Source: an optimization exercise on an open RTL-to-GDS flow (aim: small area and a short achievable clock period). Production flows keep margins and buffers that such runs may drop. No run shown here included a check of the RTL's function; only the layout flow was run. Power figures rest on the tool's default switching activity, not on a simulated workload.

==> flow/design.v (outline; a module is shown in full before it is edited, if it fits) <==
// module state_capture: 88 lines
// module q_sel_gen: 20 lines
// module q_sel_bit: 15 lines
// module q_gt: 35 lines
// module gt_bit: 9 lines
// module gt_bit_sign: 9 lines
// module gt_node_p: 11 lines
// module gt_node_n: 11 lines
// module q_update: 802 lines
// module csa_fa: 10 lines
// module carry16: 21 lines
// module action_select: 51 lines
// module episode_control: 39 lines
// module dynaq_datapath: 92 lines
// module prefix_add: 26 lines
module dynaq_datapath (
  input  logic                          clk,
  input  logic                          reset,
  input  logic                          qvalue_en,
  input  logic                          reward_en,
  input  logic                          current_location_en,
  input  logic                          next_location_en,
  input  logic                          location_select,
  input  logic                          max_en,
  input  logic                          g_en,
  input  logic                          g_select,
  input  logic                          rng_en,
  input  logic                          action_en,
  input  logic                          step_en,
  input  logic                          step_select,
  input  logic                          epsilon_decay_en,
  input  logic                          episode_end,
  input  dynaq_data_pkg::location_t     start_location,
  input  dynaq_data_pkg::location_t     env_next_location,
  input  dynaq_data_pkg::qvalue_t       qvalue_0,
  input  dynaq_data_pkg::qvalue_t       qvalue_1,
  input  dynaq_data_pkg::qvalue_t       qvalue_2,
  input  dynaq_data_pkg::qvalue_t       qvalue_3,
  input  dynaq_data_pkg::reward_t       reward,
  output dynaq_data_pkg::location_t     current_location,
  output dynaq_data_pkg::location_t     next_location,
  output dynaq_policy_pkg::step_t       step_count,
  output dynaq_data_pkg::qvalue_t       qtable_data,
  output dynaq_policy_pkg::action_t     action,
  output logic                          done,
  output logic                          completed
);
  // ...
==> flow/flow/run.sh <==
#!/bin/bash
# Standard layout, with the port buffers taken from a plain buffer cell
# instead of the default pick.
export BUFFER_PORTS_ARGS="-buffer_cell sky130_fd_sc_hd__buf_2"
bash standard.sh > standard_run.log 2>&1
==> flow/standard.sh <==
#!/bin/bash
# synth_recipe.tcl (not shown) runs the flow's synth.tcl, then flattens the netlist and writes it again
# the make line also repeats each setting of config.mk as NAME=value (left out here)
make -C /OpenROAD-flow-scripts/flow DESIGN_CONFIG=/design/flow/config.mk WORK_HOME=/design/flow/orfs CLKGATE_MAP_FILE= SYNTH_SCRIPT=/design/flow/synth_recipe.tcl "${@:-finish}"
==> flow/config.mk <==
export PLATFORM = sky130hd
export DESIGN_NAME = dynaq_datapath
export DESIGN_NICKNAME = dynaq_datapath
export VERILOG_FILES = /design/flow/design.v
export SDC_FILE = /design/flow/constraint.sdc
export NUM_CORES = 4
export LEC_CHECK = 0
export CAP_MARGIN = 20
export CORE_MARGIN = 2
export CORE_UTILIZATION = 40
export PLACE_DENSITY = 0.6
export SETUP_SLACK_MARGIN = 4
export SLEW_MARGIN = 20
export SYNTH_HIERARCHICAL = 1
==> flow/constraint.sdc <==
create_clock -name core_clock -period 7.5 [get_ports {clk}]
set_input_delay 1.5000 -clock core_clock [delete_from_list [all_inputs] [get_ports {clk}]]
set_output_delay 1.5000 -clock core_clock [all_outputs]
set_load 0.01 [all_outputs]
==> qor.yml, run 1 <==
status:
  status: "timing/DRC/antenna clean"
die:
  die_h_um: 312
  core-area_um2: 93600
  dieArea_um2: 97300
  initial_core_util_pct: 40.5
  well_tap_count: 1254
timing:
  skew_ns: 0.0158
  hold_viol: 0
  slew-limit-headroom_pct: 34.3
  rsz0062_at_grt: "true"
  setup_tns_ns: 0
  setup_ws_ns: 3.99
worst_setup_path:
  slowest_delay_ns: 0.57
  start_kind: "flop"
  path_class: "flop to flop"
  cpMaxStageDelayCell: "fa_1"
  cp_common_cell: "fa_1"
detailed_routing:
  vias: 29500
  routed.top_layer: "met5"
  wl_per_cell_um: 19.3
clocking:
  postCtsSetupRepairBufs: 24
  cts_tree: "yes"
global_route:
  grtUsageTotal_pct: 21.9
  use_met1_pct: 31.6
  top_usage_layer: "met2"
power_and_ir_drop:
  seq-power_w: 0.00353
  fin_total_pwr_w: 0.0203
  vdd_drop_max_v: 0.000266
final_layout:
  final_util_pct: 47.4
  fin_cells: 5605
placement:
  dpl.cell_count: 5434
  dpl.hpwl_um: 84600
  place_area_um2: 41500
==> module q_update, before the edit <==
module q_update (
  input  logic                          clk,
  input  logic                          reset,
  input  logic                          max_en,
  input  logic                          g_en,
  input  logic                          g_select,
  input  dynaq_data_pkg::qvalue_t       q_max,
  input  dynaq_data_pkg::reward_t       reward_q,
  output dynaq_data_pkg::qvalue_t       qtable_data
);
  dynaq_data_pkg::qvalue_t x;
  logic [79:0] row_a, row_b;
  dynaq_data_pkg::qvalue_t product;
  logic                    low_carry;
  dynaq_data_pkg::qvalue_t max_row_a;
  dynaq_data_pkg::qvalue_t max_row_b;
  logic                    max_carry;
  dynaq_data_pkg::qvalue_t sum;
  assign x = q_max;
  wire s1 = x[12] ^ ~x[9];
  wire c2 = x[12] & ~x[9];
  wire s3, c4;
  csa_fa u_s3 (.a(x[10]), .b(x[6]), .c(x[2]), .s(s3), .co(c4));
  wire s5, c6;
  csa_fa u_s5 (.a(x[14]), .b(x[9]), .c(x[5]), .s(s5), .co(c6));
  wire s7 = ~x[11] ^ ~x[7];
  wire c8 = ~x[11] & ~x[7];
  wire s9, c10;
  csa_fa u_s9 (.a(x[15]), .b(x[10]), .c(x[6]), .s(s9), .co(c10));
  wire s11 = ~x[12] ^ ~x[8];
  wire c12 = ~x[12] & ~x[8];
  wire s13, c14;
  csa_fa u_s13 (.a(x[16]), .b(x[11]), .c(x[7]), .s(s13), .co(c14));
  wire s15, c16;
  csa_fa u_s15 (.a(x[13]), .b(x[9]), .c(x[5]), .s(s15), .co(c16));
  wire s17, c18;
  csa_fa u_s17 (.a(x[17]), .b(x[12]), .c(x[8]), .s(s17), .co(c18));
  wire s19, c20;
  csa_fa u_s19 (.a(x[14]), .b(x[10]), .c(x[6]), .s(s19), .co(c20));
  wire s21, c22;
  csa_fa u_s21 (.a(x[18]), .b(x[13]), .c(x[9]), .s(s21), .co(c22));
  wire s23, c24;
  csa_fa u_s23 (.a(x[15]), .b(x[11]), .c(x[7]), .s(s23), .co(c24));
  wire s25, c26;
  csa_fa u_s25 (.a(x[19]), .b(x[14]), .c(x[10]), .s(s25), .co(c26));
  wire s27, c28;
  csa_fa u_s27 (.a(x[16]), .b(x[12]), .c(x[8]), .s(s27), .co(c28));
  wire s29, c30;
  csa_fa u_s29 (.a(x[20]), .b(x[15]), .c(x[11]), .s(s29), .co(c30));
  wire s31, c32;
  csa_fa u_s31 (.a(x[17]), .b(x[13]), .c(x[9]), .s(s31), .co(c32));
  wire s33, c34;
  csa_fa u_s33 (.a(x[21]), .b(x[16]), .c(x[12]), .s(s33), .co(c34));
  wire s35, c36;
  csa_fa u_s35 (.a(x[18]), .b(x[14]), .c(x[10]), .s(s35), .co(c36));
  wire s37, c38;
  csa_fa u_s37 (.a(x[22]), .b(x[17]), .c(x[13]), .s(s37), .co(c38));
  wire s39, c40;
  csa_fa u_s39 (.a(x[19]), .b(x[15]), .c(x[11]), .s(s39), .co(c40));
  wire s41, c42;
  csa_fa u_s41 (.a(x[23]), .b(x[18]), .c(x[14]), .s(s41), .co(c42));
  wire s43, c44;
  csa_fa u_s43 (.a(x[20]), .b(x[16]), .c(x[12]), .s(s43), .co(c44));
  wire s45, c46;
  csa_fa u_s45 (.a(x[24]), .b(x[19]), .c(x[15]), .s(s45), .co(c46));
  wire s47, c48;
  csa_fa u_s47 (.a(x[21]), .b(x[17]), .c(x[13]), .s(s47), .co(c48));
  wire s49, c50;
  csa_fa u_s49 (.a(x[25]), .b(x[20]), .c(x[16]), .s(s49), .co(c50));
  wire s51, c52;
  csa_fa u_s51 (.a(x[22]), .b(x[18]), .c(x[14]), .s(s51), .co(c52));
  wire s53, c54;
  csa_fa u_s53 (.a(x[26]), .b(x[21]), .c(x[17]), .s(s53), .co(c54));
  wire s55, c56;
  csa_fa u_s55 (.a(x[23]), .b(x[19]), .c(x[15]), .s(s55), .co(c56));
  wire s57, c58;
  csa_fa u_s57 (.a(x[27]), .b(x[22]), .c(x[18]), .s(s57), .co(c58));
  wire s59, c60;
  csa_fa u_s59 (.a(x[24]), .b(x[20]), .c(x[16]), .s(s59), .co(c60));
  wire s61, c62;
  csa_fa u_s61 (.a(x[28]), .b(x[23]), .c(x[19]), .s(s61), .co(c62));
  wire s63, c64;
  csa_fa u_s63 (.a(x[25]), .b(x[21]), .c(x[17]), .s(s63), .co(c64));
  wire s65, c66;
  csa_fa u_s65 (.a(x[29]), .b(x[24]), .c(x[20]), .s(s65), .co(c66));
  wire s67, c68;
  csa_fa u_s67 (.a(x[26]), .b(x[22]), .c(x[18]), .s(s67), .co(c68));
  wire s69, c70;
  csa_fa u_s69 (.a(x[30]), .b(x[25]), .c(x[21]), .s(s69), .co(c70));
  wire s71, c72;
  csa_fa u_s71 (.a(x[27]), .b(x[23]), .c(x[19]), .s(s71), .co(c72));
  wire s73, c74;
  csa_fa u_s73 (.a(x[31]), .b(x[26]), .c(x[22]), .s(s73), .co(c74));
  wire s75, c76;
  csa_fa u_s75 (.a(x[28]), .b(x[24]), .c(x[20]), .s(s75), .co(c76));
  wire s77, c78;
  csa_fa u_s77 (.a(x[32]), .b(x[27]), .c(x[23]), .s(s77), .co(c78));
  wire s79, c80;
  csa_fa u_s79 (.a(x[29]), .b(x[25]), .c(x[21]), .s(s79), .co(c80));
  wire s81, c82;
  csa_fa u_s81 (.a(x[33]), .b(x[28]), .c(x[24]), .s(s81), .co(c82));
  wire s83, c84;
  csa_fa u_s83 (.a(x[30]), .b(x[26]), .c(x[22]), .s(s83), .co(c84));
  wire s85, c86;
  csa_fa u_s85 (.a(x[34]), .b(x[29]), .c(x[25]), .s(s85), .co(c86));
  wire s87, c88;
  csa_fa u_s87 (.a(x[31]), .b(x[27]), .c(x[23]), .s(s87), .co(c88));
  wire s89, c90;
  csa_fa u_s89 (.a(x[35]), .b(x[30]), .c(x[26]), .s(s89), .co(c90));
  wire s91, c92;
  csa_fa u_s91 (.a(x[32]), .b(x[28]), .c(x[24]), .s(s91), .co(c92));
  wire s93, c94;
  csa_fa u_s93 (.a(x[36]), .b(x[31]), .c(x[27]), .s(s93), .co(c94));
  wire s95, c96;
  csa_fa u_s95 (.a(x[33]), .b(x[29]), .c(x[25]), .s(s95), .co(c96));
  wire s97, c98;
  csa_fa u_s97 (.a(x[37]), .b(x[32]), .c(x[28]), .s(s97), .co(c98));
  wire s99, c100;
  csa_fa u_s99 (.a(x[34]), .b(x[30]), .c(x[26]), .s(s99), .co(c100));
  wire s101, c102;
  csa_fa u_s101 (.a(x[38]), .b(x[33]), .c(x[29]), .s(s101), .co(c102));
  wire s103, c104;
  csa_fa u_s103 (.a(x[35]), .b(x[31]), .c(x[27]), .s(s103), .co(c104));
  wire s105, c106;
  csa_fa u_s105 (.a(x[39]), .b(x[34]), .c(x[30]), .s(s105), .co(c106));
  wire s107, c108;
  csa_fa u_s107 (.a(x[36]), .b(x[32]), .c(x[28]), .s(s107), .co(c108));
  wire s109, c110;
  csa_fa u_s109 (.a(x[40]), .b(x[35]), .c(x[31]), .s(s109), .co(c110));
  wire s111, c112;
  csa_fa u_s111 (.a(x[37]), .b(x[33]), .c(x[29]), .s(s111), .co(c112));
  wire s113, c114;
  csa_fa u_s113 (.a(x[41]), .b(x[36]), .c(x[32]), .s(s113), .co(c114));
  wire s115, c116;
  csa_fa u_s115 (.a(x[38]), .b(x[34]), .c(x[30]), .s(s115), .co(c116));
  wire s117, c118;
  csa_fa u_s117 (.a(x[42]), .b(x[37]), .c(x[33]), .s(s117), .co(c118));
  wire s119, c120;
  csa_fa u_s119 (.a(x[39]), .b(x[35]), .c(x[31]), .s(s119), .co(c120));
  wire s121, c122;
  csa_fa u_s121 (.a(x[43]), .b(x[38]), .c(x[34]), .s(s121), .co(c122));
  wire s123, c124;
  csa_fa u_s123 (.a(x[40]), .b(x[36]), .c(x[32]), .s(s123), .co(c124));
  wire s125, c126;
  csa_fa u_s125 (.a(x[44]), .b(x[39]), .c(x[35]), .s(s125), .co(c126));
  wire s127, c128;
  csa_fa u_s127 (.a(x[41]), .b(x[37]), .c(x[33]), .s(s127), .co(c128));
  wire s129, c130;
  csa_fa u_s129 (.a(x[45]), .b(x[40]), .c(x[36]), .s(s129), .co(c130));
  wire s131, c132;
  csa_fa u_s131 (.a(x[42]), .b(x[38]), .c(x[34]), .s(s131), .co(c132));
  wire s133, c134;
  csa_fa u_s133 (.a(x[46]), .b(x[41]), .c(x[37]), .s(s133), .co(c134));
  wire s135, c136;
  csa_fa u_s135 (.a(x[43]), .b(x[39]), .c(x[35]), .s(s135), .co(c136));
  wire s137, c138;
  csa_fa u_s137 (.a(x[47]), .b(x[42]), .c(x[38]), .s(s137), .co(c138));
  wire s139, c140;
  csa_fa u_s139 (.a(x[44]), .b(x[40]), .c(x[36]), .s(s139), .co(c140));
  wire s141, c142;
  csa_fa u_s141 (.a(x[48]), .b(x[43]), .c(x[39]), .s(s141), .co(c142));
  wire s143, c144;
  csa_fa u_s143 (.a(x[45]), .b(x[41]), .c(x[37]), .s(s143), .co(c144));
  wire s145, c146;
  csa_fa u_s145 (.a(x[49]), .b(x[44]), .c(x[40]), .s(s145), .co(c146));
  wire s147, c148;
  csa_fa u_s147 (.a(x[46]), .b(x[42]), .c(x[38]), .s(s147), .co(c148));
  wire s149, c150;
  csa_fa u_s149 (.a(x[50]), .b(x[45]), .c(x[41]), .s(s149), .co(c150));
  wire s151, c152;
  csa_fa u_s151 (.a(x[47]), .b(x[43]), .c(x[39]), .s(s151), .co(c152));
  wire s153, c154;
  csa_fa u_s153 (.a(x[51]), .b(x[46]), .c(x[42]), .s(s153), .co(c154));
  wire s155, c156;
  csa_fa u_s155 (.a(x[48]), .b(x[44]), .c(x[40]), .s(s155), .co(c156));
  wire s157, c158;
  csa_fa u_s157 (.a(x[52]), .b(x[47]), .c(x[43]), .s(s157), .co(c158));
  wire s159, c160;
  csa_fa u_s159 (.a(x[49]), .b(x[45]), .c(x[41]), .s(s159), .co(c160));
  wire s161, c162;
  csa_fa u_s161 (.a(x[53]), .b(x[48]), .c(x[44]), .s(s161), .co(c162));
  wire s163, c164;
  csa_fa u_s163 (.a(x[50]), .b(x[46]), .c(x[42]), .s(s163), .co(c164));
  wire s165, c166;
  csa_fa u_s165 (.a(x[54]), .b(x[49]), .c(x[45]), .s(s165), .co(c166));
  wire s167, c168;
  csa_fa u_s167 (.a(x[51]), .b(x[47]), .c(x[43]), .s(s167), .co(c168));
  wire s169, c170;
  csa_fa u_s169 (.a(x[55]), .b(x[50]), .c(x[46]), .s(s169), .co(c170));
  wire s171, c172;
  csa_fa u_s171 (.a(x[52]), .b(x[48]), .c(x[44]), .s(s171), .co(c172));
  wire s173, c174;
  csa_fa u_s173 (.a(x[56]), .b(x[51]), .c(x[47]), .s(s173), .co(c174));
  wire s175, c176;
  csa_fa u_s175 (.a(x[53]), .b(x[49]), .c(x[45]), .s(s175), .co(c176));
  wire s177, c178;
  csa_fa u_s177 (.a(x[57]), .b(x[52]), .c(x[48]), .s(s177), .co(c178));
  wire s179, c180;
  csa_fa u_s179 (.a(x[54]), .b(x[50]), .c(x[46]), .s(s179), .co(c180));
  wire s181, c182;
  csa_fa u_s181 (.a(x[58]), .b(x[53]), .c(x[49]), .s(s181), .co(c182));
  wire s183, c184;
  csa_fa u_s183 (.a(x[55]), .b(x[51]), .c(x[47]), .s(s183), .co(c184));
  wire s185, c186;
  csa_fa u_s185 (.a(x[59]), .b(x[54]), .c(x[50]), .s(s185), .co(c186));
  wire s187, c188;
  csa_fa u_s187 (.a(x[56]), .b(x[52]), .c(x[48]), .s(s187), .co(c188));
  wire s189, c190;
  csa_fa u_s189 (.a(x[60]), .b(x[55]), .c(x[51]), .s(s189), .co(c190));
  wire s191, c192;
  csa_fa u_s191 (.a(x[57]), .b(x[53]), .c(x[49]), .s(s191), .co(c192));
  wire s193, c194;
  csa_fa u_s193 (.a(x[61]), .b(x[56]), .c(x[52]), .s(s193), .co(c194));
  wire s195, c196;
  csa_fa u_s195 (.a(x[58]), .b(x[54]), .c(x[50]), .s(s195), .co(c196));
  wire s197, c198;
  csa_fa u_s197 (.a(x[62]), .b(x[57]), .c(x[53]), .s(s197), .co(c198));
  wire s199, c200;
  csa_fa u_s199 (.a(x[59]), .b(x[55]), .c(x[51]), .s(s199), .co(c200));
  wire s201, c202;
  csa_fa u_s201 (.a(x[58]), .b(x[54]), .c(x[47]), .s(s201), .co(c202));
  wire s203, c204;
  csa_fa u_s203 (.a(x[60]), .b(x[56]), .c(x[52]), .s(s203), .co(c204));
  wire s205, c206;
  csa_fa u_s205 (.a(x[59]), .b(x[55]), .c(x[48]), .s(s205), .co(c206));
  wire s207, c208;
  csa_fa u_s207 (.a(x[57]), .b(x[53]), .c(x[51]), .s(s207), .co(c208));
  wire s209, c210;
  csa_fa u_s209 (.a(x[60]), .b(x[56]), .c(x[49]), .s(s209), .co(c210));
  wire s211, c212;
  csa_fa u_s211 (.a(x[58]), .b(x[54]), .c(x[52]), .s(s211), .co(c212));
  wire s213, c214;
  csa_fa u_s213 (.a(x[63]), .b(x[61]), .c(x[57]), .s(s213), .co(c214));
  wire s215, c216;
  csa_fa u_s215 (.a(x[59]), .b(x[55]), .c(x[53]), .s(s215), .co(c216));
  wire s217, c218;
  csa_fa u_s217 (.a(x[60]), .b(x[56]), .c(x[54]), .s(s217), .co(c218));
  wire s219, c220;
  csa_fa u_s219 (.a(x[59]), .b(x[52]), .c(x[62]), .s(s219), .co(c220));
  wire s221 = x[8] ^ ~x[5];
  wire c222 = x[8] & ~x[5];
  wire s223, c224;
  csa_fa u_s223 (.a(x[9]), .b(x[4]), .c(x[0]), .s(s223), .co(c224));
  wire s225, c226;
  csa_fa u_s225 (.a(x[10]), .b(x[5]), .c(x[1]), .s(s225), .co(c226));
  wire s227, c228;
  csa_fa u_s227 (.a(x[8]), .b(x[4]), .c(x[0]), .s(s227), .co(c228));
  wire s229 = x[6] ^ x[2];
  wire c230 = x[6] & x[2];
  wire s231, c232;
  csa_fa u_s231 (.a(s1), .b(x[7]), .c(x[3]), .s(s231), .co(c232));
  wire s233, c234;
  csa_fa u_s233 (.a(x[5]), .b(x[1]), .c(~x[11]), .s(s233), .co(c234));
  wire s235, c236;
  csa_fa u_s235 (.a(c2), .b(x[8]), .c(x[4]), .s(s235), .co(c236));
  wire s237, c238;
  csa_fa u_s237 (.a(s3), .b(x[0]), .c(x[13]), .s(s237), .co(c238));
  wire s239, c240;
  csa_fa u_s239 (.a(s5), .b(s7), .c(x[13]), .s(s239), .co(c240));
  wire s241, c242;
  csa_fa u_s241 (.a(c4), .b(x[3]), .c(x[1]), .s(s241), .co(c242));
  wire s243, c244;
  csa_fa u_s243 (.a(c6), .b(c8), .c(s9), .s(s243), .co(c244));
  wire s245, c246;
  csa_fa u_s245 (.a(x[4]), .b(x[2]), .c(~s11), .s(s245), .co(c246));
  wire s247, c248;
  csa_fa u_s247 (.a(c10), .b(c12), .c(s13), .s(s247), .co(c248));
  wire s249, c250;
  csa_fa u_s249 (.a(s15), .b(x[3]), .c(~x[0]), .s(s249), .co(c250));
  wire s251, c252;
  csa_fa u_s251 (.a(c14), .b(s17), .c(x[1]), .s(s251), .co(c252));
  wire s253, c254;
  csa_fa u_s253 (.a(c16), .b(s19), .c(x[4]), .s(s253), .co(c254));
  wire s255, c256;
  csa_fa u_s255 (.a(c18), .b(s21), .c(x[2]), .s(s255), .co(c256));
  wire s257, c258;
  csa_fa u_s257 (.a(c20), .b(s23), .c(x[5]), .s(s257), .co(c258));
  wire s259, c260;
  csa_fa u_s259 (.a(c22), .b(s25), .c(x[3]), .s(s259), .co(c260));
  wire s261, c262;
  csa_fa u_s261 (.a(c24), .b(s27), .c(x[6]), .s(s261), .co(c262));
  wire s263, c264;
  csa_fa u_s263 (.a(c26), .b(s29), .c(x[4]), .s(s263), .co(c264));
  wire s265, c266;
  csa_fa u_s265 (.a(c28), .b(s31), .c(x[7]), .s(s265), .co(c266));
  wire s267, c268;
  csa_fa u_s267 (.a(c30), .b(s33), .c(x[5]), .s(s267), .co(c268));
  wire s269, c270;
  csa_fa u_s269 (.a(c32), .b(s35), .c(x[8]), .s(s269), .co(c270));
  wire s271, c272;
  csa_fa u_s271 (.a(c34), .b(s37), .c(x[6]), .s(s271), .co(c272));
  wire s273, c274;
  csa_fa u_s273 (.a(c36), .b(s39), .c(x[9]), .s(s273), .co(c274));
  wire s275, c276;
  csa_fa u_s275 (.a(c38), .b(s41), .c(x[7]), .s(s275), .co(c276));
  wire s277, c278;
  csa_fa u_s277 (.a(c40), .b(s43), .c(x[10]), .s(s277), .co(c278));
  wire s279, c280;
  csa_fa u_s279 (.a(c42), .b(s45), .c(x[8]), .s(s279), .co(c280));
  wire s281, c282;
  csa_fa u_s281 (.a(c44), .b(s47), .c(x[11]), .s(s281), .co(c282));
  wire s283, c284;
  csa_fa u_s283 (.a(c46), .b(s49), .c(x[9]), .s(s283), .co(c284));
  wire s285, c286;
  csa_fa u_s285 (.a(c48), .b(s51), .c(x[12]), .s(s285), .co(c286));
  wire s287, c288;
  csa_fa u_s287 (.a(c50), .b(s53), .c(x[10]), .s(s287), .co(c288));
  wire s289, c290;
  csa_fa u_s289 (.a(c52), .b(s55), .c(x[13]), .s(s289), .co(c290));
  wire s291, c292;
  csa_fa u_s291 (.a(c54), .b(s57), .c(x[11]), .s(s291), .co(c292));
  wire s293, c294;
  csa_fa u_s293 (.a(c56), .b(s59), .c(x[14]), .s(s293), .co(c294));
  wire s295, c296;
  csa_fa u_s295 (.a(c58), .b(s61), .c(x[12]), .s(s295), .co(c296));
  wire s297, c298;
  csa_fa u_s297 (.a(c60), .b(s63), .c(x[15]), .s(s297), .co(c298));
  wire s299, c300;
  csa_fa u_s299 (.a(c62), .b(s65), .c(x[13]), .s(s299), .co(c300));
  wire s301, c302;
  csa_fa u_s301 (.a(c64), .b(s67), .c(x[16]), .s(s301), .co(c302));
  wire s303, c304;
  csa_fa u_s303 (.a(c66), .b(s69), .c(x[14]), .s(s303), .co(c304));
  wire s305, c306;
  csa_fa u_s305 (.a(c68), .b(s71), .c(x[17]), .s(s305), .co(c306));
  wire s307, c308;
  csa_fa u_s307 (.a(c70), .b(s73), .c(x[15]), .s(s307), .co(c308));
  wire s309, c310;
  csa_fa u_s309 (.a(c72), .b(s75), .c(x[18]), .s(s309), .co(c310));
  wire s311, c312;
  csa_fa u_s311 (.a(c74), .b(s77), .c(x[16]), .s(s311), .co(c312));
  wire s313, c314;
  csa_fa u_s313 (.a(c76), .b(s79), .c(x[19]), .s(s313), .co(c314));
  wire s315, c316;
  csa_fa u_s315 (.a(c78), .b(s81), .c(x[17]), .s(s315), .co(c316));
  wire s317, c318;
  csa_fa u_s317 (.a(c80), .b(s83), .c(x[20]), .s(s317), .co(c318));
  wire s319, c320;
  csa_fa u_s319 (.a(c82), .b(s85), .c(x[18]), .s(s319), .co(c320));
  wire s321, c322;
  csa_fa u_s321 (.a(c84), .b(s87), .c(x[21]), .s(s321), .co(c322));
  wire s323, c324;
  csa_fa u_s323 (.a(c86), .b(s89), .c(x[19]), .s(s323), .co(c324));
  wire s325, c326;
  csa_fa u_s325 (.a(c88), .b(s91), .c(x[22]), .s(s325), .co(c326));
  wire s327, c328;
  csa_fa u_s327 (.a(c90), .b(s93), .c(x[20]), .s(s327), .co(c328));
  wire s329, c330;
  csa_fa u_s329 (.a(c92), .b(s95), .c(x[23]), .s(s329), .co(c330));
  wire s331, c332;
  csa_fa u_s331 (.a(c94), .b(s97), .c(x[21]), .s(s331), .co(c332));
  wire s333, c334;
  csa_fa u_s333 (.a(c96), .b(s99), .c(x[24]), .s(s333), .co(c334));
  wire s335, c336;
  csa_fa u_s335 (.a(c98), .b(s101), .c(x[22]), .s(s335), .co(c336));
  wire s337, c338;
  csa_fa u_s337 (.a(c100), .b(s103), .c(x[25]), .s(s337), .co(c338));
  wire s339, c340;
  csa_fa u_s339 (.a(c102), .b(s105), .c(x[23]), .s(s339), .co(c340));
  wire s341, c342;
  csa_fa u_s341 (.a(c104), .b(s107), .c(x[26]), .s(s341), .co(c342));
  wire s343, c344;
  csa_fa u_s343 (.a(c106), .b(s109), .c(x[24]), .s(s343), .co(c344));
  wire s345, c346;
  csa_fa u_s345 (.a(c108), .b(s111), .c(x[27]), .s(s345), .co(c346));
  wire s347, c348;
  csa_fa u_s347 (.a(c110), .b(s113), .c(x[25]), .s(s347), .co(c348));
  wire s349, c350;
  csa_fa u_s349 (.a(c112), .b(s115), .c(x[28]), .s(s349), .co(c350));
  wire s351, c352;
  csa_fa u_s351 (.a(c114), .b(s117), .c(x[26]), .s(s351), .co(c352));
  wire s353, c354;
  csa_fa u_s353 (.a(c116), .b(s119), .c(x[29]), .s(s353), .co(c354));
  wire s355, c356;
  csa_fa u_s355 (.a(c118), .b(s121), .c(x[27]), .s(s355), .co(c356));
  wire s357, c358;
  csa_fa u_s357 (.a(c120), .b(s123), .c(x[30]), .s(s357), .co(c358));
  wire s359, c360;
  csa_fa u_s359 (.a(c122), .b(s125), .c(x[28]), .s(s359), .co(c360));
  wire s361, c362;
  csa_fa u_s361 (.a(c124), .b(s127), .c(x[31]), .s(s361), .co(c362));
  wire s363, c364;
  csa_fa u_s363 (.a(c126), .b(s129), .c(x[29]), .s(s363), .co(c364));
  wire s365, c366;
  csa_fa u_s365 (.a(c128), .b(s131), .c(x[32]), .s(s365), .co(c366));
  wire s367, c368;
  csa_fa u_s367 (.a(c130), .b(s133), .c(x[30]), .s(s367), .co(c368));
  wire s369, c370;
  csa_fa u_s369 (.a(c132), .b(s135), .c(x[33]), .s(s369), .co(c370));
  wire s371, c372;
  csa_fa u_s371 (.a(c134), .b(s137), .c(x[31]), .s(s371), .co(c372));
  wire s373, c374;
  csa_fa u_s373 (.a(c136), .b(s139), .c(x[34]), .s(s373), .co(c374));
  wire s375, c376;
  csa_fa u_s375 (.a(c138), .b(s141), .c(x[32]), .s(s375), .co(c376));
  wire s377, c378;
  csa_fa u_s377 (.a(c140), .b(s143), .c(x[35]), .s(s377), .co(c378));
  wire s379, c380;
  csa_fa u_s379 (.a(c142), .b(s145), .c(x[33]), .s(s379), .co(c380));
  wire s381, c382;
  csa_fa u_s381 (.a(c144), .b(s147), .c(x[36]), .s(s381), .co(c382));
  wire s383, c384;
  csa_fa u_s383 (.a(c146), .b(s149), .c(x[34]), .s(s383), .co(c384));
  wire s385, c386;
  csa_fa u_s385 (.a(c148), .b(s151), .c(x[37]), .s(s385), .co(c386));
  wire s387, c388;
  csa_fa u_s387 (.a(c150), .b(s153), .c(x[35]), .s(s387), .co(c388));
  wire s389, c390;
  csa_fa u_s389 (.a(c152), .b(s155), .c(x[38]), .s(s389), .co(c390));
  wire s391, c392;
  csa_fa u_s391 (.a(c154), .b(s157), .c(x[36]), .s(s391), .co(c392));
  wire s393, c394;
  csa_fa u_s393 (.a(c156), .b(s159), .c(x[39]), .s(s393), .co(c394));
  wire s395, c396;
  csa_fa u_s395 (.a(c158), .b(s161), .c(x[37]), .s(s395), .co(c396));
  wire s397, c398;
  csa_fa u_s397 (.a(c160), .b(s163), .c(x[40]), .s(s397), .co(c398));
  wire s399, c400;
  csa_fa u_s399 (.a(c162), .b(s165), .c(x[38]), .s(s399), .co(c400));
  wire s401, c402;
  csa_fa u_s401 (.a(c164), .b(s167), .c(x[41]), .s(s401), .co(c402));
  wire s403, c404;
  csa_fa u_s403 (.a(c166), .b(s169), .c(x[39]), .s(s403), .co(c404));
  wire s405, c406;
  csa_fa u_s405 (.a(c168), .b(s171), .c(x[42]), .s(s405), .co(c406));
  wire s407, c408;
  csa_fa u_s407 (.a(c170), .b(s173), .c(x[40]), .s(s407), .co(c408));
  wire s409, c410;
  csa_fa u_s409 (.a(c172), .b(s175), .c(x[43]), .s(s409), .co(c410));
  wire s411, c412;
  csa_fa u_s411 (.a(c174), .b(s177), .c(x[41]), .s(s411), .co(c412));
  wire s413, c414;
  csa_fa u_s413 (.a(c176), .b(s179), .c(x[44]), .s(s413), .co(c414));
  wire s415, c416;
  csa_fa u_s415 (.a(c178), .b(s181), .c(x[42]), .s(s415), .co(c416));
  wire s417, c418;
  csa_fa u_s417 (.a(c180), .b(s183), .c(x[45]), .s(s417), .co(c418));
  wire s419, c420;
  csa_fa u_s419 (.a(c182), .b(s185), .c(x[43]), .s(s419), .co(c420));
  wire s421, c422;
  csa_fa u_s421 (.a(c184), .b(s187), .c(x[46]), .s(s421), .co(c422));
  wire s423, c424;
  csa_fa u_s423 (.a(c186), .b(s189), .c(x[44]), .s(s423), .co(c424));
  wire s425, c426;
  csa_fa u_s425 (.a(c188), .b(s191), .c(x[47]), .s(s425), .co(c426));
  wire s427, c428;
  csa_fa u_s427 (.a(c190), .b(s193), .c(x[45]), .s(s427), .co(c428));
  wire s429, c430;
  csa_fa u_s429 (.a(c192), .b(s195), .c(x[48]), .s(s429), .co(c430));
  wire s431, c432;
  csa_fa u_s431 (.a(c194), .b(s197), .c(x[46]), .s(s431), .co(c432));
  wire s433, c434;
  csa_fa u_s433 (.a(c196), .b(s199), .c(x[49]), .s(s433), .co(c434));
  wire s435, c436;
  csa_fa u_s435 (.a(c198), .b(s201), .c(x[63]), .s(s435), .co(c436));
  wire s437, c438;
  csa_fa u_s437 (.a(c200), .b(s203), .c(x[50]), .s(s437), .co(c438));
  wire s439, c440;
  csa_fa u_s439 (.a(c202), .b(s205), .c(x[61]), .s(s439), .co(c440));
  wire s441, c442;
  csa_fa u_s441 (.a(c204), .b(s207), .c(x[63]), .s(s441), .co(c442));
  wire s443, c444;
  csa_fa u_s443 (.a(c206), .b(s209), .c(x[62]), .s(s443), .co(c444));
  wire s445, c446;
  csa_fa u_s445 (.a(c208), .b(s211), .c(x[61]), .s(s445), .co(c446));
  wire s447, c448;
  csa_fa u_s447 (.a(c210), .b(s213), .c(x[50]), .s(s447), .co(c448));
  wire s449, c450;
  csa_fa u_s449 (.a(c212), .b(s215), .c(x[62]), .s(s449), .co(c450));
  wire s451, c452;
  csa_fa u_s451 (.a(c214), .b(x[58]), .c(x[51]), .s(s451), .co(c452));
  wire s453, c454;
  csa_fa u_s453 (.a(c216), .b(s217), .c(x[62]), .s(s453), .co(c454));
  wire s455, c456;
  csa_fa u_s455 (.a(c218), .b(x[63]), .c(x[61]), .s(s455), .co(c456));
  wire s457, c458;
  csa_fa u_s457 (.a(x[57]), .b(x[55]), .c(~s219), .s(s457), .co(c458));
  wire s459, c460;
  csa_fa u_s459 (.a(c220), .b(x[60]), .c(x[53]), .s(s459), .co(c460));
  wire s461, c462;
  csa_fa u_s461 (.a(x[58]), .b(x[56]), .c(~x[62]), .s(s461), .co(c462));
  wire s463, c464;
  csa_fa u_s463 (.a(x[63]), .b(x[61]), .c(x[54]), .s(s463), .co(c464));
  wire s465, c466;
  csa_fa u_s465 (.a(x[59]), .b(x[57]), .c(x[62]), .s(s465), .co(c466));
  wire s467, c468;
  csa_fa u_s467 (.a(x[60]), .b(x[58]), .c(x[62]), .s(s467), .co(c468));
  wire s469, c470;
  csa_fa u_s469 (.a(x[63]), .b(x[61]), .c(x[59]), .s(s469), .co(c470));
  wire s471 = ~x[4] ^ x[2];
  wire c472 = ~x[4] & x[2];
  wire s473, c474;
  csa_fa u_s473 (.a(s221), .b(x[3]), .c(x[7]), .s(s473), .co(c474));
  wire s475, c476;
  csa_fa u_s475 (.a(c222), .b(s223), .c(~x[6]), .s(s475), .co(c476));
  wire s477, c478;
  csa_fa u_s477 (.a(c224), .b(s225), .c(~x[7]), .s(s477), .co(c478));
  wire s479, c480;
  csa_fa u_s479 (.a(c226), .b(s229), .c(~s227), .s(s479), .co(c480));
  wire s481, c482;
  csa_fa u_s481 (.a(c230), .b(s231), .c(~c228), .s(s481), .co(c482));
  wire s483, c484;
  csa_fa u_s483 (.a(c232), .b(s235), .c(~c234), .s(s483), .co(c484));
  wire s485, c486;
  csa_fa u_s485 (.a(c236), .b(s239), .c(~c238), .s(s485), .co(c486));
  wire s487, c488;
  csa_fa u_s487 (.a(c240), .b(s243), .c(~c242), .s(s487), .co(c488));
  wire s489, c490;
  csa_fa u_s489 (.a(c244), .b(s247), .c(~c246), .s(s489), .co(c490));
  wire s491, c492;
  csa_fa u_s491 (.a(c248), .b(s251), .c(~c250), .s(s491), .co(c492));
  wire s493, c494;
  csa_fa u_s493 (.a(c252), .b(s255), .c(~c254), .s(s493), .co(c494));
  wire s495, c496;
  csa_fa u_s495 (.a(c256), .b(s259), .c(~c258), .s(s495), .co(c496));
  wire s497, c498;
  csa_fa u_s497 (.a(c260), .b(s263), .c(~c262), .s(s497), .co(c498));
  wire s499, c500;
  csa_fa u_s499 (.a(c264), .b(s267), .c(~c266), .s(s499), .co(c500));
  wire s501, c502;
  csa_fa u_s501 (.a(c268), .b(s271), .c(~c270), .s(s501), .co(c502));
  wire s503, c504;
  csa_fa u_s503 (.a(c272), .b(s275), .c(~c274), .s(s503), .co(c504));
  wire s505, c506;
  csa_fa u_s505 (.a(c276), .b(s279), .c(~c278), .s(s505), .co(c506));
  wire s507, c508;
  csa_fa u_s507 (.a(c280), .b(s283), .c(~c282), .s(s507), .co(c508));
  wire s509, c510;
  csa_fa u_s509 (.a(c284), .b(s287), .c(~c286), .s(s509), .co(c510));
  wire s511, c512;
  csa_fa u_s511 (.a(c288), .b(s291), .c(~c290), .s(s511), .co(c512));
  wire s513, c514;
  csa_fa u_s513 (.a(c292), .b(s295), .c(~c294), .s(s513), .co(c514));
  wire s515, c516;
  csa_fa u_s515 (.a(c296), .b(s299), .c(~c298), .s(s515), .co(c516));
  wire s517, c518;
  csa_fa u_s517 (.a(c300), .b(s303), .c(~c302), .s(s517), .co(c518));
  wire s519, c520;
  csa_fa u_s519 (.a(c304), .b(s307), .c(~c306), .s(s519), .co(c520));
  wire s521, c522;
  csa_fa u_s521 (.a(c308), .b(s311), .c(~c310), .s(s521), .co(c522));
  wire s523, c524;
  csa_fa u_s523 (.a(c312), .b(s315), .c(~c314), .s(s523), .co(c524));
  wire s525, c526;
  csa_fa u_s525 (.a(c316), .b(s319), .c(~c318), .s(s525), .co(c526));
  wire s527, c528;
  csa_fa u_s527 (.a(c320), .b(s323), .c(~c322), .s(s527), .co(c528));
  wire s529, c530;
  csa_fa u_s529 (.a(c324), .b(s327), .c(~c326), .s(s529), .co(c530));
  wire s531, c532;
  csa_fa u_s531 (.a(c328), .b(s331), .c(~c330), .s(s531), .co(c532));
  wire s533, c534;
  csa_fa u_s533 (.a(c332), .b(s335), .c(~c334), .s(s533), .co(c534));
  wire s535, c536;
  csa_fa u_s535 (.a(c336), .b(s339), .c(~c338), .s(s535), .co(c536));
  wire s537, c538;
  csa_fa u_s537 (.a(c340), .b(s343), .c(~c342), .s(s537), .co(c538));
  wire s539, c540;
  csa_fa u_s539 (.a(c344), .b(s347), .c(~c346), .s(s539), .co(c540));
  wire s541, c542;
  csa_fa u_s541 (.a(c348), .b(s351), .c(~c350), .s(s541), .co(c542));
  wire s543, c544;
  csa_fa u_s543 (.a(c352), .b(s355), .c(~c354), .s(s543), .co(c544));
  wire s545, c546;
  csa_fa u_s545 (.a(c356), .b(s359), .c(~c358), .s(s545), .co(c546));
  wire s547, c548;
  csa_fa u_s547 (.a(c360), .b(s363), .c(~c362), .s(s547), .co(c548));
  wire s549, c550;
  csa_fa u_s549 (.a(c364), .b(s367), .c(~c366), .s(s549), .co(c550));
  wire s551, c552;
  csa_fa u_s551 (.a(c368), .b(s371), .c(~c370), .s(s551), .co(c552));
  wire s553, c554;
  csa_fa u_s553 (.a(c372), .b(s375), .c(~c374), .s(s553), .co(c554));
  wire s555, c556;
  csa_fa u_s555 (.a(c376), .b(s379), .c(~c378), .s(s555), .co(c556));
  wire s557, c558;
  csa_fa u_s557 (.a(c380), .b(s383), .c(~c382), .s(s557), .co(c558));
  wire s559, c560;
  csa_fa u_s559 (.a(c384), .b(s387), .c(~c386), .s(s559), .co(c560));
  wire s561, c562;
  csa_fa u_s561 (.a(c388), .b(s391), .c(~c390), .s(s561), .co(c562));
  wire s563, c564;
  csa_fa u_s563 (.a(c392), .b(s395), .c(~c394), .s(s563), .co(c564));
  wire s565, c566;
  csa_fa u_s565 (.a(c396), .b(s399), .c(~c398), .s(s565), .co(c566));
  wire s567, c568;
  csa_fa u_s567 (.a(c400), .b(s403), .c(~c402), .s(s567), .co(c568));
  wire s569, c570;
  csa_fa u_s569 (.a(c404), .b(s407), .c(~c406), .s(s569), .co(c570));
  wire s571, c572;
  csa_fa u_s571 (.a(c408), .b(s411), .c(~c410), .s(s571), .co(c572));
  wire s573, c574;
  csa_fa u_s573 (.a(c412), .b(s415), .c(~c414), .s(s573), .co(c574));
  wire s575, c576;
  csa_fa u_s575 (.a(c416), .b(s419), .c(~c418), .s(s575), .co(c576));
  wire s577, c578;
  csa_fa u_s577 (.a(c420), .b(s423), .c(~c422), .s(s577), .co(c578));
  wire s579, c580;
  csa_fa u_s579 (.a(c424), .b(s427), .c(~c426), .s(s579), .co(c580));
  wire s581, c582;
  csa_fa u_s581 (.a(c428), .b(s431), .c(~c430), .s(s581), .co(c582));
  wire s583, c584;
  csa_fa u_s583 (.a(c432), .b(s435), .c(~c434), .s(s583), .co(c584));
  wire s585, c586;
  csa_fa u_s585 (.a(c436), .b(s439), .c(~c438), .s(s585), .co(c586));
  wire s587, c588;
  csa_fa u_s587 (.a(c440), .b(s443), .c(~c442), .s(s587), .co(c588));
  wire s589, c590;
  csa_fa u_s589 (.a(c444), .b(s447), .c(~c446), .s(s589), .co(c590));
  wire s591, c592;
  csa_fa u_s591 (.a(c448), .b(s451), .c(~c450), .s(s591), .co(c592));
  wire s593, c594;
  csa_fa u_s593 (.a(c454), .b(s455), .c(s457), .s(s593), .co(c594));
  wire s595, c596;
  csa_fa u_s595 (.a(c456), .b(c458), .c(s461), .s(s595), .co(c596));
  wire s597, c598;
  csa_fa u_s597 (.a(c460), .b(s463), .c(~c462), .s(s597), .co(c598));
  wire s599, c600;
  csa_fa u_s599 (.a(c464), .b(x[55]), .c(~c466), .s(s599), .co(c600));
  wire s601, c602;
  csa_fa u_s601 (.a(x[56]), .b(x[62]), .c(~c468), .s(s601), .co(c602));
  wire s603, c604;
  csa_fa u_s603 (.a(x[57]), .b(x[62]), .c(~c470), .s(s603), .co(c604));
  wire s605, c606;
  csa_fa u_s605 (.a(x[63]), .b(x[58]), .c(~x[61]), .s(s605), .co(c606));
  wire s607 = x[4] ^ ~x[1];
  wire c608 = x[4] & ~x[1];
  wire s609, c610;
  csa_fa u_s609 (.a(x[5]), .b(x[0]), .c(~x[2]), .s(s609), .co(c610));
  wire s611, c612;
  csa_fa u_s611 (.a(x[6]), .b(x[1]), .c(~x[3]), .s(s611), .co(c612));
  wire s613, c614;
  csa_fa u_s613 (.a(x[0]), .b(x[7]), .c(~s471), .s(s613), .co(c614));
  wire s615, c616;
  csa_fa u_s615 (.a(c472), .b(s473), .c(~x[1]), .s(s615), .co(c616));
  wire s617, c618;
  csa_fa u_s617 (.a(c474), .b(s475), .c(~x[2]), .s(s617), .co(c618));
  wire s619, c620;
  csa_fa u_s619 (.a(c476), .b(s477), .c(~x[3]), .s(s619), .co(c620));
  wire s621, c622;
  csa_fa u_s621 (.a(c478), .b(s479), .c(~x[11]), .s(s621), .co(c622));
  wire s623, c624;
  csa_fa u_s623 (.a(c480), .b(s481), .c(~s233), .s(s623), .co(c624));
  wire s625, c626;
  csa_fa u_s625 (.a(c482), .b(s483), .c(~s237), .s(s625), .co(c626));
  wire s627, c628;
  csa_fa u_s627 (.a(c484), .b(s485), .c(~s241), .s(s627), .co(c628));
  wire s629, c630;
  csa_fa u_s629 (.a(c486), .b(s487), .c(~s245), .s(s629), .co(c630));
  wire s631, c632;
  csa_fa u_s631 (.a(c488), .b(s489), .c(~s249), .s(s631), .co(c632));
  wire s633, c634;
  csa_fa u_s633 (.a(c490), .b(s491), .c(~s253), .s(s633), .co(c634));
  wire s635, c636;
  csa_fa u_s635 (.a(c492), .b(s493), .c(~s257), .s(s635), .co(c636));
  wire s637, c638;
  csa_fa u_s637 (.a(c494), .b(s495), .c(~s261), .s(s637), .co(c638));
  wire s639, c640;
  csa_fa u_s639 (.a(c496), .b(s497), .c(~s265), .s(s639), .co(c640));
  wire s641, c642;
  csa_fa u_s641 (.a(c498), .b(s499), .c(~s269), .s(s641), .co(c642));
  wire s643, c644;
  csa_fa u_s643 (.a(c500), .b(s501), .c(~s273), .s(s643), .co(c644));
  wire s645, c646;
  csa_fa u_s645 (.a(c502), .b(s503), .c(~s277), .s(s645), .co(c646));
  wire s647, c648;
  csa_fa u_s647 (.a(c504), .b(s505), .c(~s281), .s(s647), .co(c648));
  wire s649, c650;
  csa_fa u_s649 (.a(c506), .b(s507), .c(~s285), .s(s649), .co(c650));
  wire s651, c652;
  csa_fa u_s651 (.a(c508), .b(s509), .c(~s289), .s(s651), .co(c652));
  wire s653, c654;
  csa_fa u_s653 (.a(c510), .b(s511), .c(~s293), .s(s653), .co(c654));
  wire s655, c656;
  csa_fa u_s655 (.a(c512), .b(s513), .c(~s297), .s(s655), .co(c656));
  wire s657, c658;
  csa_fa u_s657 (.a(c514), .b(s515), .c(~s301), .s(s657), .co(c658));
  wire s659, c660;
  csa_fa u_s659 (.a(c516), .b(s517), .c(~s305), .s(s659), .co(c660));
  wire s661, c662;
  csa_fa u_s661 (.a(c518), .b(s519), .c(~s309), .s(s661), .co(c662));
  wire s663, c664;
  csa_fa u_s663 (.a(c520), .b(s521), .c(~s313), .s(s663), .co(c664));
  wire s665, c666;
  csa_fa u_s665 (.a(c522), .b(s523), .c(~s317), .s(s665), .co(c666));
  wire s667, c668;
  csa_fa u_s667 (.a(c524), .b(s525), .c(~s321), .s(s667), .co(c668));
  wire s669, c670;
  csa_fa u_s669 (.a(c526), .b(s527), .c(~s325), .s(s669), .co(c670));
  wire s671, c672;
  csa_fa u_s671 (.a(c528), .b(s529), .c(~s329), .s(s671), .co(c672));
  wire s673, c674;
  csa_fa u_s673 (.a(c530), .b(s531), .c(~s333), .s(s673), .co(c674));
  wire s675, c676;
  csa_fa u_s675 (.a(c532), .b(s533), .c(~s337), .s(s675), .co(c676));
  wire s677, c678;
  csa_fa u_s677 (.a(c534), .b(s535), .c(~s341), .s(s677), .co(c678));
  wire s679, c680;
  csa_fa u_s679 (.a(c536), .b(s537), .c(~s345), .s(s679), .co(c680));
  wire s681, c682;
  csa_fa u_s681 (.a(c538), .b(s539), .c(~s349), .s(s681), .co(c682));
  wire s683, c684;
  csa_fa u_s683 (.a(c540), .b(s541), .c(~s353), .s(s683), .co(c684));
  wire s685, c686;
  csa_fa u_s685 (.a(c542), .b(s543), .c(~s357), .s(s685), .co(c686));
  wire s687, c688;
  csa_fa u_s687 (.a(c544), .b(s545), .c(~s361), .s(s687), .co(c688));
  wire s689, c690;
  csa_fa u_s689 (.a(c546), .b(s547), .c(~s365), .s(s689), .co(c690));
  wire s691, c692;
  csa_fa u_s691 (.a(c548), .b(s549), .c(~s369), .s(s691), .co(c692));
  wire s693, c694;
  csa_fa u_s693 (.a(c550), .b(s551), .c(~s373), .s(s693), .co(c694));
  wire s695, c696;
  csa_fa u_s695 (.a(c552), .b(s553), .c(~s377), .s(s695), .co(c696));
  wire s697, c698;
  csa_fa u_s697 (.a(c554), .b(s555), .c(~s381), .s(s697), .co(c698));
  wire s699, c700;
  csa_fa u_s699 (.a(c556), .b(s557), .c(~s385), .s(s699), .co(c700));
  wire s701, c702;
  csa_fa u_s701 (.a(c558), .b(s559), .c(~s389), .s(s701), .co(c702));
  wire s703, c704;
  csa_fa u_s703 (.a(c560), .b(s561), .c(~s393), .s(s703), .co(c704));
  wire s705, c706;
  csa_fa u_s705 (.a(c562), .b(s563), .c(~s397), .s(s705), .co(c706));
  wire s707, c708;
  csa_fa u_s707 (.a(c564), .b(s565), .c(~s401), .s(s707), .co(c708));
  wire s709, c710;
  csa_fa u_s709 (.a(c566), .b(s567), .c(~s405), .s(s709), .co(c710));
  wire s711, c712;
  csa_fa u_s711 (.a(c568), .b(s569), .c(~s409), .s(s711), .co(c712));
  wire s713, c714;
  csa_fa u_s713 (.a(c570), .b(s571), .c(~s413), .s(s713), .co(c714));
  wire s715, c716;
  csa_fa u_s715 (.a(c572), .b(s573), .c(~s417), .s(s715), .co(c716));
  wire s717, c718;
  csa_fa u_s717 (.a(c574), .b(s575), .c(~s421), .s(s717), .co(c718));
  wire s719, c720;
  csa_fa u_s719 (.a(c576), .b(s577), .c(~s425), .s(s719), .co(c720));
  wire s721, c722;
  csa_fa u_s721 (.a(c578), .b(s579), .c(~s429), .s(s721), .co(c722));
  wire s723, c724;
  csa_fa u_s723 (.a(c580), .b(s581), .c(~s433), .s(s723), .co(c724));
  wire s725, c726;
  csa_fa u_s725 (.a(c582), .b(s583), .c(~s437), .s(s725), .co(c726));
  wire s727, c728;
  csa_fa u_s727 (.a(c584), .b(s585), .c(~s441), .s(s727), .co(c728));
  wire s729, c730;
  csa_fa u_s729 (.a(c586), .b(s587), .c(~s445), .s(s729), .co(c730));
  wire s731, c732;
  csa_fa u_s731 (.a(c588), .b(s589), .c(~s449), .s(s731), .co(c732));
  wire s733, c734;
  csa_fa u_s733 (.a(c590), .b(s591), .c(~s453), .s(s733), .co(c734));
  wire s735, c736;
  csa_fa u_s735 (.a(c592), .b(c452), .c(~s593), .s(s735), .co(c736));
  wire s737, c738;
  csa_fa u_s737 (.a(c594), .b(s595), .c(~s459), .s(s737), .co(c738));
  wire s739, c740;
  csa_fa u_s739 (.a(c596), .b(s465), .c(~s597), .s(s739), .co(c740));
  wire s741, c742;
  csa_fa u_s741 (.a(c598), .b(s599), .c(~s467), .s(s741), .co(c742));
  wire s743, c744;
  csa_fa u_s743 (.a(c600), .b(s601), .c(~s469), .s(s743), .co(c744));
  wire s745, c746;
  csa_fa u_s745 (.a(c602), .b(s603), .c(~x[60]), .s(s745), .co(c746));
  wire s747, c748;
  csa_fa u_s747 (.a(c604), .b(s605), .c(~x[62]), .s(s747), .co(c748));
  wire s749, c750;
  csa_fa u_s749 (.a(c606), .b(x[59]), .c(x[62]), .s(s749), .co(c750));
  wire s751, c752;
  csa_fa u_s751 (.a(x[63]), .b(x[60]), .c(~x[62]), .s(s751), .co(c752));
  assign row_a = {~x[63], x[61], c752, c750, c748, c746, c744, c742, ~c740, ~c738, c736, c734, c732, c730, c728, c726, c724, c722, c720, c718, c716, c714, c712, c710, c708, c706, c704, c702, c700, c698, c696, c694, c692, c690, c688, c686, c684, c682, c680, c678, c676, c674, c672, c670, c668, c666, c664, c662, c660, c658, c656, c654, c652, c650, c648, c646, c644, c642, c640, c638, c636, c634, c632, c630, c628, c626, c624, c622, c620, c618, c616, ~c614, c612, c610, c608, s607, ~x[0], x[2], x[1], x[0]};
  assign row_b = {x[62], ~x[62], ~x[61], s751, s749, s747, s745, s743, s741, ~s739, ~s737, s735, s733, s731, s729, s727, s725, s723, s721, s719, s717, s715, s713, s711, s709, s707, s705, s703, s701, s699, s697, s695, s693, s691, s689, s687, s685, s683, s681, s679, s677, s675, s673, s671, s669, s667, s665, s663, s661, s659, s657, s655, s653, s651, s649, s647, s645, s643, s641, s639, s637, s635, s633, s631, s629, s627, s625, s623, s621, s619, s617, s615, ~s613, s611, s609, x[3], ~x[3], 1'b0, 1'b0, 1'b0};
  carry16 u_low_carry (.a(row_a[15:0]), .b(row_b[15:0]), .c(low_carry));
  prefix_add #(.N(64)) u_prod_add (.a(max_row_a), .b(max_row_b), .cin(max_carry), .s(product));
  logic [47:0] sum_hi;
  prefix_add #(.N(48)) u_sum_add (
    .a   (qtable_data[63:16]),
    .b   ({{(48-11){reward_q[11-1]}}, reward_q}),
    .cin (1'b0),
    .s   (sum_hi)
  );
  assign sum = {sum_hi, qtable_data[15:0]};
  always_ff @(posedge clk or negedge reset) begin
    if (!reset) begin
      max_row_a <= '0;
      max_row_b <= '0;
      max_carry <= 1'b0;
    end else if (max_en) begin
      max_row_a <= row_a[79:16];
      max_row_b <= row_b[79:16];
      max_carry <= low_carry;
    end
  end
  always_ff @(posedge clk or negedge reset) begin
    if (!reset) begin
      qtable_data <= '0;
    end else if (g_en) begin
      qtable_data <= g_select ? sum : product;
    end
  end
endmodule
==> inputs of run 2 (changes only) <==
--- a/flow/design.v
+++ b/flow/design.v
@@ -987,8 +987,3 @@
   logic [47:0] sum_hi;
-  prefix_add #(.N(48)) u_sum_add (
-    .a   (qtable_data[63:16]),
-    .b   ({{(48-11){reward_q[11-1]}}, reward_q}),
-    .cin (1'b0),
-    .s   (sum_hi)
-  );
+  q_sum_add u_sum_add (.q(qtable_data[63:16]), .r(reward_q), .s(sum_hi));
   assign sum = {sum_hi, qtable_data[15:0]};
@@ -1044,2 +1039,24 @@
 endmodule
+module q_sum_add (
+  input  logic [47:0]                   q,
+  input  dynaq_data_pkg::reward_t       r,
+  output logic [47:0]                   s
+);
+  logic [11:0] low;
+  logic        inc, dec;
+  logic [36:0] up, ones, zeros;
+  always_comb begin
+    low   = {1'b0, q[10:0]} + {1'b0, r};
+    inc   = low[11] & ~r[10];
+    dec   = ~low[11] & r[10];
+    up    = q[47:11];
+    ones  = '1;
+    zeros = '1;
+    for (int k = 1; k < 37; k++) begin
+      ones[k]  = ones[k-1] & up[k-1];
+      zeros[k] = zeros[k-1] & ~up[k-1];
+    end
+    s = {up ^ (({37{inc}} & ones) | ({37{dec}} & zeros)), low[10:0]};
+  end
+endmodule
 `timescale 1ns/100ps
--- a/flow/config.mk
+++ b/flow/config.mk
@@ -11,3 +11,3 @@
 export PLACE_DENSITY = 0.6
-export SETUP_SLACK_MARGIN = 4
+export SETUP_SLACK_MARGIN = 4.2
 export SLEW_MARGIN = 20
==> run 2 against run 1 <==
  * Still clean
  * Via count decreased by 0.93%
  * Maximum frequency is 6.6% lower
  * Sequential share of layout area shrank 0.53 points
  * Cell count is 1.2% lower
  * Core utilization grew 2.7 points
  * Flip-flop and latch count stayed put
  * Clock skew increased by 0.0059 ns
  * Sequential power is 3% higher
  * First-iteration DRC count fell by 16%
  * Register-to-register slack worse by 0.25 ns
  * Die area decreased by 1.7%
  * Hold slack got worse by 0.0065 ns
  * Largest power group unchanged
==> qor.yml, run 2 <==
status:
  status: "timing/DRC/antenna clean"  # unchanged
worst_setup_path:
  critPathArrivalTime_ns: 4.18  # was 3.97 ns
  path_cells: "ha_4 > a21oi_2 > nor2b_1 > or4_1 > o22a_1 > inv_1 > ha_2 > or4b_4 > or4_4 > nor3_4 > buf_6 > buf_16 > nor2_1 > xnor2_1 > mux2i_1 > a21oi_1"  # was fa_1 > fa_1 > fa_1 > fa_1 > or2_4 > a21oi_4 > o21ai_2 > a21oi_2 > o21ai_2 > mux2_4
  start_kind: "flop"  # unchanged
  critPathMaxFanout: 5  # was 2
  timing.rr.end: "u_q_update.qtable_data[50]"  # was u_q_update.max_carry
  end_kind: "flop"  # unchanged
  path_class: "flop to flop"  # unchanged
  cpMaxStageDelayCell: "or4_4"  # was fa_1
  slowest_delay_ns: 0.50  # was 0.57 ns
  rrSetupSlack_ns: 3.74  # was 3.99 ns
  cp.required_ns: 7.92  # was 7.96 ns
  reg2reg_depth: 16  # was 10
  r2r_start: "u_q_update.qtable_data[23]"  # was u_state_capture.q_max[15]
clocking:
  clk_pin_slew_ns: 0.06  # about the same
  insertion_delay_ns: 0.59  # about the same
  cts_root_buf: "clkbuf_16"  # unchanged
  htreeDepth: 2  # unchanged
  clk_path_buf_depth: 3  # unchanged
  cts_tree: "yes"  # unchanged
  clock_sinks: 318  # unchanged
  cts_inserted_buffers: 42  # was 43
die:
  die_w_um: 309  # was 312 µm
  core-area_um2: 91900  # was 93600 µm²
  initial_core_util_pct: 40.5  # about the same
  die_h_um: 309  # was 312 µm
  ios: 385  # unchanged
  num_rows: 111  # was 112
  dieArea_um2: 95700  # was 97300 µm²
detailed_routing:
  drt_iter0_drc: 1970  # was 2351
  viasPerCell: 5.28  # was 5.26
  ant_nets: 0  # unchanged
  drt-total-wl_um: 109000  # was 108000 µm
  drcViolationCount: 0  # unchanged
  drt-pass1-iter-count: 6  # was 9
  wl_per_cell_um: 19.8  # was 19.3 µm
  vias: 29200  # was 29500
final_layout:
  area_growth_pct: 23.5  # was 16.8%
  fin_nets: 5016  # was 5100
  drive_above_1_share_pct: 41.3  # was 35.2%
  final_cell_mix: "nand2b_1 (377), fa_1 (371), nor2b_2 (280)"  # was nand2b_1 (398), fa_1 (377), buf_2 (372)
  final_common_cell: "nand2b_1"  # unchanged
  final_util_pct: 50.1  # was 47.4%
global_route:
  antenna_found_initial: 18  # was 33
  grt_max_degree: 104  # was 146
  grt_pass1_vias: 28700  # was 28900
  grtUsageTotal_pct: 22.4  # was 21.9%
  grt.overflow.total: 0  # unchanged
  grt_pass1_wl_um: 168000  # was 169000 µm
synthesis:
  synthCells: 3752  # was 3830
  yosysWarningCount: 12  # unchanged
  synthesis.area_um2: 37300  # was 37900 µm²
  syn_avg_cell_area_um2: 9.94  # was 9.91 µm²
timing:
  setup_violations: 0  # unchanged
  hold_viol: 0  # unchanged
  rsz0062_at_grt: "true"  # unchanged
  worstMarginPinSlew_ns: 0.933  # was 0.986 ns
  setup_tns_ns: 0  # unchanged
  fin_crit_ns: 3.76  # was 3.51 ns
  fmax_mhz: 266  # was 285 MHz
  period_share_pct: 50.1  # was 46.8%
  drv_slew: 0  # unchanged
  skew_ns: 0.0217  # was 0.0158 ns
  slew-limit-headroom_pct: 37.8  # was 34.3%
power_and_ir_drop:
  p_switching_w: 0.00931  # was 0.00952 W
  clockPowerShare_pct: 10.8  # about the same
  swShare_pct: 46.8  # was 47.0%
  combPwrFrac_pct: 70.9  # was 71.7%
  p_int_w: 0.0106  # was 0.0107 W
  fin_total_pwr_w: 0.0199  # was 0.0203 W
  vdd_drop_max_v: 0.000262  # was 0.000266 V
  p_leak_nw: 19.4  # was 18.7 nW
  p_seq_share_pct: 18.3  # was 17.4%
  cellPowerDensity_nw_per_um2: 432  # was 457 nW/µm²
worst_hold_path:
  min_path_cells: 1  # unchanged
  hold_class: "flop to flop"  # unchanged
  hp-start: "u_episode_control.completed"  # unchanged
  min_to: "u_episode_control.completed"  # unchanged
placement:
  gp_congestion: 0.872  # was 0.907
  numPortBuffers: 384  # unchanged
  dpl.hpwl_um: 84600  # about the same
job:
  drv_cap: 0  # unchanged
## run 2: critical path: cells and delay by family, from the launching register on
family                     cells  cell delay (ns)
buffers and inverters          3             0.31
muxes                          1             0.16
AOI/OAI and AO/OA              3             0.40
adders and majority gates      2             0.41
xor gates and xnor gates       1             0.12
and+or+nand+nor                6             1.76
DFF                            1             0.42
## run 2: routing by layer
layer	GRT usage, %	vias up	wire length [µm]
li1	-	13900	-
met1	32.7	14600	51400
met2	35.4	632	50700
met3	2.73	120	4980
met4	5.37	8	2310
met5	0	-	46
## run 2: how the worst max path moves through the flow
stage,slack (ns),to,startpoint
after floorplan,3.94,u_q_update.qtable_data[57],u_q_update.qtable_data[23]
after global placement,3.26,u_state_capture.q_max[2],qvalue_2[63]
after detailed placement,3.24,u_state_capture.q_max[2],qvalue_2[63]
after CTS,3.71,u_q_update.qtable_data[60],u_q_update.qtable_data[23]
after global routing,3.49,u_q_update.qtable_data[50],u_q_update.qtable_data[23]
final,3.74,u_q_update.qtable_data[50],u_q_update.qtable_data[23]
## run 2: area by class of cell
cell class / count / area (µm²)
Antenna cell: 13 / 32.5
Clock inverter: 26 / 340
Timing Repair Buffer: 502 / 3720
Inverter: 197 / 739
Fill cell: 8595 / 45900
Tap cell: 1243 / 1560
Clock buffer: 51 / 1120
Multi-Input combinational cell: 3190 / 30500
Sequential cell: 318 / 8050
## run 2: per-stage QoR
step	hold slack [ns]	setup WS (ns)	instances	area (µm²)
2_1_floorplan	0.452	3.94	3756	38000
3_3_place_gp	0.442	3.26	5337	41200
3_5_place_dp	0.449	3.24	5337	41200
4_1_cts	0.462	3.71	5483	44100
5_1_grt	0.503	3.49	5540	46000
6_report	0.457	3.74	5540	46000
## run 2: power by group through the flow
stage	registers (W)	clock network, W	logic (W)
final	0.00365	0.00215	0.0141
after floorplan	0.00336	0	0.00964
after CTS	0.00365	0.00221	0.0139
after detailed placement	0.00370	0	0.0136
after global placement	0.00368	0	0.0132
after global routing	0.00378	0.00228	0.0160
## run 2: what timing repair did
action / in CTS / in global routing
hold buffers: 0 / 0
resized for setup: 173 / 458
endpoints found under the setup margin: 137 / 166
cloned: 2 / 1
buffers inserted: 67 / 43
hold endpoints to repair: 0 / 0
pin swaps: 71 / 205

==> separate check: timing with driven ports <==
How much do the figures lean on ideal ports? The routed layouts below were timed once more, with nothing changed but the port constraints.
Step 1 (the two cells are an assumption about what drives the block):
set clk [get_ports {clk}]
set_driving_cell -lib_cell sky130_fd_sc_hd__clkbuf_16 $clk
set_driving_cell -lib_cell sky130_fd_sc_hd__buf_2 [delete_from_list [all_inputs] $clk]
Step 2 adds t to the input delays and takes it off the output delays; t is the mean of the earliest and latest rising clock arrival at the registers after step 1. Input paths then give back, and output paths get back, about the clock's delay inside the block.
Slacks: ideal ports / drivers / drivers and shift; pairs: ideal ports / drivers.
run	t (ns)	setup slack, ns	worst register clock-pin slew, ns	cell pins on the clock port's net
run 1	0.643	3.991 / 3.991 / 3.430	0.06 / 0.06	1
run 2	0.643	3.743 / 3.743 / 3.508	0.07 / 0.07	1
After both steps every run listed still meets setup and hold. For run 1, which loses most, drivers alone change the setup slack by 0.000 ns; drivers and shift together by -0.561 ns.
